This is an optimization exercise on Yosys and OpenROAD, whose aim is small area, a short achievable clock period and few clock cycles, not a production implementation. In this exercise RTL edits were held to simulation tests only and were not proved equivalent to the original. The flow treats the clock pin as an ideal source, which a real chip does not have.

## harbor
## minilab_top
module minilab_top (
  input  logic        CLOCK_50,
  input  logic        KEY,
  input  logic [9:0]  SW,
  output logic        LEDR,
  output logic [6:0]  HEX0,
  output logic [6:0]  HEX1,
  output logic [6:0]  HEX2,
  output logic [6:0]  HEX3,
  output logic [6:0]  HEX4,
  output logic [6:0]  HEX5,
  output logic        mem_read,
  output logic [31:0] mem_address,
  input  logic [63:0] mem_readdata,
  input  logic        mem_readdatavalid,
  input  logic        mem_waitrequest
);
==> flow/config.mk <==
export PLATFORM = sky130hd
export DESIGN_NAME = minilab_top
export DESIGN_NICKNAME = minilab_top
export VERILOG_FILES = /design/flow/design.v
export SDC_FILE = /design/flow/constraint.sdc
export NUM_CORES = 4
export LEC_CHECK = 0
export ABC_CLOCK_PERIOD_IN_PS = 4700
export CAP_MARGIN = 20
export CORE_MARGIN = 2
export CORE_UTILIZATION = 40
export SETUP_SLACK_MARGIN = 3.3
export SLEW_MARGIN = 20
export SYNTH_HIERARCHICAL = 1
==> flow/constraint.sdc <==
create_clock -name core_clock -period 8.0 [get_ports {CLOCK_50}]
set_input_delay 1.6000 -clock core_clock [delete_from_list [all_inputs] [get_ports {CLOCK_50}]]
set_output_delay 1.6000 -clock core_clock [all_outputs]
set_load 0.01 [all_outputs]
standard.sh (not shown) runs the stock make flow with config.mk's settings and CLKGATE_MAP_FILE= SYNTH_SCRIPT=/design/flow/synth_recipe.tcl, a recipe that flattens the netlist after the stock synthesis.
==> flow/flow/run.sh <==
#!/bin/bash
# The standard layout, except that the port buffers are buf_4 cells instead of
# the delay cells ORFS picks by default (which the timing repair, restricted to
# cells of the same footprint, cannot replace). Everything else is standard.sh.
set -euo pipefail
export BUFFER_PORTS_ARGS="-buffer_cell sky130_fd_sc_hd__buf_4"
bash standard.sh synth > standard_synth.log 2>&1
bash standard.sh > standard_layout.log 2>&1
The flow did not stop early for harbor: all stages ran, and the layout cleared the timing, design-rule and antenna checks.
Testbench counts of harbor, summed over its fixed seeds: cycles 2,661.
diff inputs: harbor => fjord
# harbor
export LEC_CHECK = 0
export ABC_CLOCK_PERIOD_IN_PS = 4700
export CAP_MARGIN = 20
export CORE_MARGIN = 2
export CORE_UTILIZATION = 40
export SETUP_SLACK_MARGIN = 3.3
export SLEW_MARGIN = 20
export SYNTH_HIERARCHICAL = 1
create_clock -name core_clock -period 8.0 [get_ports {CLOCK_50}]
# fjord
export LEC_CHECK = 0
export ABC_CLOCK_PERIOD_IN_PS = 4700
export CAP_MARGIN = 20
export CORE_MARGIN = 2
export CORE_UTILIZATION = 40
export CTS_BUF_LIST = sky130_fd_sc_hd__clkbuf_4 sky130_fd_sc_hd__clkbuf_8
export SETUP_SLACK_MARGIN = 3.3
export SLEW_MARGIN = 20
export SYNTH_HIERARCHICAL = 1
create_clock -name core_clock -period 8.0 [get_ports {CLOCK_50}]
==> flow/run.sh (new file) <==
#!/bin/bash
# synth_recipe.tcl (not shown) runs the flow's synth.tcl, then flattens the netlist and writes it again
# the make line also repeats each setting of config.mk as NAME=value (left out here)
make -C /OpenROAD-flow-scripts/flow DESIGN_CONFIG=/design/flow/config.mk WORK_HOME=/design/flow/orfs CLKGATE_MAP_FILE= SYNTH_SCRIPT=/design/flow/synth_recipe.tcl finish
removed: flow/flow/run.sh
removed: flow/standard.sh
==> results.txt <==
- fjord did not stop at any stage, and its layout met the timing, design-rule and antenna checks.
- Both conditions hold for harbor: the flow ran to the end and the final layout passed the timing, design-rule and antenna checks.
- The run showing the greater maximum frequency is harbor.
- Diff harbor -> fjord: wire length of the first global-routing pass lost 0.33%; area added between synthesis and finish lost 1.8 points; violation count after the first detailed-routing iteration lost 5.
- Diff harbor -> fjord: final area -420 µm²; proportion of final cell area spent on non-clock buffers roughly the same.
- Post-route antenna net violation count: harbor vs fjord identical
[inputs] willow vs fjord
# fjord
export LEC_CHECK = 0
export ABC_CLOCK_PERIOD_IN_PS = 4700
export CAP_MARGIN = 20
export CORE_MARGIN = 2
export CORE_UTILIZATION = 40
export CTS_BUF_LIST = sky130_fd_sc_hd__clkbuf_4 sky130_fd_sc_hd__clkbuf_8
export SETUP_SLACK_MARGIN = 3.3
export SLEW_MARGIN = 20
export SYNTH_HIERARCHICAL = 1
create_clock -name core_clock -period 8.0 [get_ports {CLOCK_50}]
# willow
export LEC_CHECK = 0
export ABC_CLOCK_PERIOD_IN_PS = 4700
export CAP_MARGIN = 20
export CORE_MARGIN = 2
export CORE_UTILIZATION = 60
export SETUP_SLACK_MARGIN = 3.3
export SLEW_MARGIN = 20
export SYNTH_HIERARCHICAL = 1
create_clock -name core_clock -period 8.0 [get_ports {CLOCK_50}]
--- outcome ---
The setup slack of willow is smaller than that of fjord. Compare willow and fjord | register-to-register slack lower: fjord. willow contains more vias than fjord. Going from fjord to willow, number of well taps down 32%, wire length down 2000 µm. Measured against fjord, the number of clock buffers in the layout of willow comes out at 0.53 times the reference value. The cell total after placement in willow is 0.904 times that in fjord.
The inputs of ember differ from those of willow as listed below.
# willow
export LEC_CHECK = 0
export ABC_CLOCK_PERIOD_IN_PS = 4700
export CAP_MARGIN = 20
export CORE_MARGIN = 2
export CORE_UTILIZATION = 60
export SETUP_SLACK_MARGIN = 3.3
export SLEW_MARGIN = 20
export SYNTH_HIERARCHICAL = 1
create_clock -name core_clock -period 8.0 [get_ports {CLOCK_50}]
# ember
export LEC_CHECK = 0
export ABC_CLOCK_PERIOD_IN_PS = 4700
export CAP_MARGIN = 20
export CORE_MARGIN = 2
export CORE_UTILIZATION = 40
export SETUP_SLACK_MARGIN = 3.3
export SLEW_MARGIN = 20
export SYNTH_HIERARCHICAL = 1
create_clock -name core_clock -period 8.0 [get_ports {CLOCK_50}]
### Flow results
- In ember the critical path arrival turned out 0.03 ns lower than in willow.
- willow and ember ended up with roughly the same area growth from synthesis to layout.
- Total track usage | ember below willow
- Diff willow -> ember: post-DP HPWL saw an increase; hold slack +0.0054 ns.
- STATUS setup slack at placement: ember wins against willow
- Relative to willow, the final cell count measured on ember has increased by a little under 10%.
- Clock skew (higher): ember
Changes in nickel relative to ember:
==> flow/flow/run.sh (new file) <==
#!/bin/bash
# The standard layout, except that the port buffers are buf_2 cells instead of
# the delay cells ORFS picks by default (which the timing repair, restricted to
# cells of the same footprint, cannot replace). Everything else is standard.sh.
set -euo pipefail
export BUFFER_PORTS_ARGS="-buffer_cell sky130_fd_sc_hd__buf_2"
bash standard.sh synth > standard_synth.log 2>&1
bash standard.sh > standard_layout.log 2>&1
==> flow/standard.sh (new file) <==
#!/bin/bash
# synth_recipe.tcl (not shown) runs the flow's synth.tcl, then flattens the netlist and writes it again
# the make line also repeats each setting of config.mk as NAME=value (left out here)
make -C /OpenROAD-flow-scripts/flow DESIGN_CONFIG=/design/flow/config.mk WORK_HOME=/design/flow/orfs CLKGATE_MAP_FILE= SYNTH_SCRIPT=/design/flow/synth_recipe.tcl "${@:-finish}"
removed: flow/run.sh
Results
Looking at the reports, nickel completed the entire flow and the layout it produced met the timing, design-rule and antenna checks.
Via count went up slightly going from ember to nickel.
Routed wire length on met2 down about 0.8% in nickel wrt ember
nickel vs. ember: largest stage delay on the critical path barely changed; worst setup slack saw a decrease.
| worst setup timing slack at the placement stage | nickel vs ember | better |
Relative to nickel, the following input files were edited for amber:
==> flow/flow/run.sh <==
#!/bin/bash
# The standard layout with two changes: the port buffers are buf_4 cells
# instead of the delay cells ORFS picks by default (which the timing repair,
# restricted to cells of the same footprint, cannot replace), and after clock
# tree synthesis a second setup repair runs that may change footprints.
# Everything else is standard.sh.
set -euo pipefail
export BUFFER_PORTS_ARGS="-buffer_cell sky130_fd_sc_hd__buf_4"
export POST_CTS_TCL="$PWD/flow/post_cts.tcl"
bash standard.sh synth > standard_synth.log 2>&1
bash standard.sh > standard_layout.log 2>&1
==> flow/flow/post_cts.tcl (new file) <==
# A second setup repair after the standard one, here allowed to change a
# cell's footprint (the standard repair keeps each cell's footprint).
estimate_parasitics -placement
repair_timing -setup -setup_margin $::env(SETUP_SLACK_MARGIN) -repair_tns 100 -verbose
detailed_placement
check_placement -verbose
==> comparison <==
| detailed-routing wirelength on met1 | amber vs nickel | 2.4% higher |. In amber, worst hold slack is higher than in nickel. Diff nickel -> amber: met1 track demand over resource rose by 0.19 points. Looking at nickel and amber, the number of cells after detailed placement is a wash. The lower number of antenna violations at the first check in global routing came out of amber. Against nickel as the reference, amber delivers a lower number of fill cells in the layout. The proportion of layout cells with a drive suffix above 1 in amber was higher than what nickel gave.

========
job 9451:
minilab_top again, from the RTL that the note above started with.
## minilab_top
module minilab_top (
  input  logic        CLOCK_50,
  input  logic        KEY,
  input  logic [9:0]  SW,
  output logic        LEDR,
  output logic [6:0]  HEX0,
  output logic [6:0]  HEX1,
  output logic [6:0]  HEX2,
  output logic [6:0]  HEX3,
  output logic [6:0]  HEX4,
  output logic [6:0]  HEX5,
  output logic        mem_read,
  output logic [31:0] mem_address,
  input  logic [63:0] mem_readdata,
  input  logic        mem_readdatavalid,
  input  logic        mem_waitrequest
);
export LEC_CHECK = 0
export ABC_CLOCK_PERIOD_IN_PS = 4700
export CAP_MARGIN = 20
export CORE_MARGIN = 2
export CORE_UTILIZATION = 40
export SETUP_SLACK_MARGIN = 3.3
export SLEW_MARGIN = 20
export SYNTH_HIERARCHICAL = 1
create_clock -name core_clock -period 8.0 [get_ports {CLOCK_50}]
==> flow/flow/run.sh <==
#!/bin/bash
# The standard layout, except that the port buffers are buf_1 cells instead of
# the delay cells ORFS picks by default (which the timing repair, restricted to
# cells of the same footprint, cannot replace). Everything else is standard.sh.
set -euo pipefail
export BUFFER_PORTS_ARGS="-buffer_cell sky130_fd_sc_hd__buf_1"
bash standard.sh synth > standard_synth.log 2>&1
bash standard.sh > standard_layout.log 2>&1
Testbench counts of job 9451, summed over its fixed seeds: cycles 2,661.
## Diff of input files: job 3910 against job 9451
# job 9451
export LEC_CHECK = 0
export ABC_CLOCK_PERIOD_IN_PS = 4700
export CAP_MARGIN = 20
export CORE_MARGIN = 2
export CORE_UTILIZATION = 40
export SETUP_SLACK_MARGIN = 3.3
export SLEW_MARGIN = 20
export SYNTH_HIERARCHICAL = 1
create_clock -name core_clock -period 8.0 [get_ports {CLOCK_50}]
# job 3910
export LEC_CHECK = 0
export ABC_CLOCK_PERIOD_IN_PS = 4700
export CAP_MARGIN = 20
export CORE_MARGIN = 2
export CORE_UTILIZATION = 70
export SETUP_SLACK_MARGIN = 3.3
export SLEW_MARGIN = 20
export SYNTH_HIERARCHICAL = 1
create_clock -name core_clock -period 8.0 [get_ports {CLOCK_50}]
==> flow/run.sh (new file) <==
#!/bin/bash
# synth_recipe.tcl (not shown) runs the flow's synth.tcl, then flattens the netlist and writes it again
# the make line also repeats each setting of config.mk as NAME=value (left out here)
make -C /OpenROAD-flow-scripts/flow DESIGN_CONFIG=/design/flow/config.mk WORK_HOME=/design/flow/orfs CLKGATE_MAP_FILE= SYNTH_SCRIPT=/design/flow/synth_recipe.tcl finish
removed: flow/flow/run.sh
removed: flow/standard.sh
Findings:
Job 3910 reached the end of the flow, and the finished layout is clean on the timing, design-rule and antenna checks. The all-layer global routing usage in job 3910 sits 16 points above the value recorded for job 9451. [compare] base=job 9451 new=job 3910: first-pass GRT wire length decreased about 1.3%, fill cell instance count of the final layout lower. The time the final worst path needs with I/O delays and setup reported for job 3910 is greater than that of job 9451 by 0.087 ns. Met1 track utilization from global routing (job 3910 over job 9451): increase, 19 points. Changes observed in job 3910 relative to job 9451: detailed-router iteration count before antenna repair increased by 4 relative to the old numbers; number of non-filler instances in the completed layout went down; clock-buffer cell count shrank by 10. When job 3910 is measured against job 9451, its total wire length turns out 2.3 mm higher.
### job 3910 -> job 2328
# job 3910
export LEC_CHECK = 0
export ABC_CLOCK_PERIOD_IN_PS = 4700
export CAP_MARGIN = 20
export CORE_MARGIN = 2
export CORE_UTILIZATION = 70
export SETUP_SLACK_MARGIN = 3.3
export SLEW_MARGIN = 20
export SYNTH_HIERARCHICAL = 1
create_clock -name core_clock -period 8.0 [get_ports {CLOCK_50}]
# job 2328
export LEC_CHECK = 0
export ABC_CLOCK_PERIOD_IN_PS = 4700
export CAP_MARGIN = 20
export CORE_MARGIN = 2
export CORE_UTILIZATION = 40
export SETUP_SLACK_MARGIN = 3.0
export SLEW_MARGIN = 20
export SYNTH_HIERARCHICAL = 1
create_clock -name core_clock -period 8.0 [get_ports {CLOCK_50}]
Findings:
- Termination of the worst setup path: HEX1[1] -> job 2328, HEX0[3] -> job 3910
- Diff job 3910 -> job 2328: area growth from synthesis to layout went down 1.0 points; final layout net count dropped about 1.1%.

-- static timing again, ports no longer ideal --
How much do the figures lean on ideal ports? The routed layouts below were timed once more, with nothing changed but the port constraints. Step 1, drivers: a clkbuf_16 drives CLOCK_50 and a buf_2 each remaining input, both assumed. Step 2, shift: input delay + t, output delay - t, t = (earliest + latest rising clock arrival at the registers) / 2. This alone moves slack from input paths to output paths. a / b / c = no drivers / after step 1 / after step 2; a / b = the first two.
| run | shift t [ns] | setup slack, ns | worst setup path at the end | latest minus earliest clock arrival (ns) |
|---|---|---|---|---|
| harbor | 0.651 | 3.008 / 2.550 / 2.550 | input to output | 0.035 / 0.035 |
| fjord | 0.653 | 2.896 / 2.654 / 2.654 | input to output | 0.041 / 0.041 |
| willow | 0.617 | 2.884 / 2.629 / 2.629 | input to output | 0.023 / 0.024 |
| ember | 0.648 | 2.906 / 2.668 / 2.668 | input to output | 0.037 / 0.036 |
| nickel | 0.641 | 2.868 / 2.615 / 2.615 | input to output | 0.031 / 0.031 |
| amber | 0.653 | 3.010 / 2.539 / 2.539 | input to output | 0.036 / 0.036 |
| job 9451 | 0.645 | 2.811 / 2.739 / 2.710 | input to register | 0.031 / 0.031 |
| job 3910 | 0.607 | 2.724 / 2.609 / 2.609 | input to output | 0.027 / 0.027 |
| job 2328 | 0.659 | 2.827 / 2.551 / 2.390 | input to register | 0.033 / 0.034 |
After both steps setup and hold are still met in every run listed. The setup slack of amber, which loses most, moves by -0.471 ns with the drivers and by -0.471 ns with both steps.
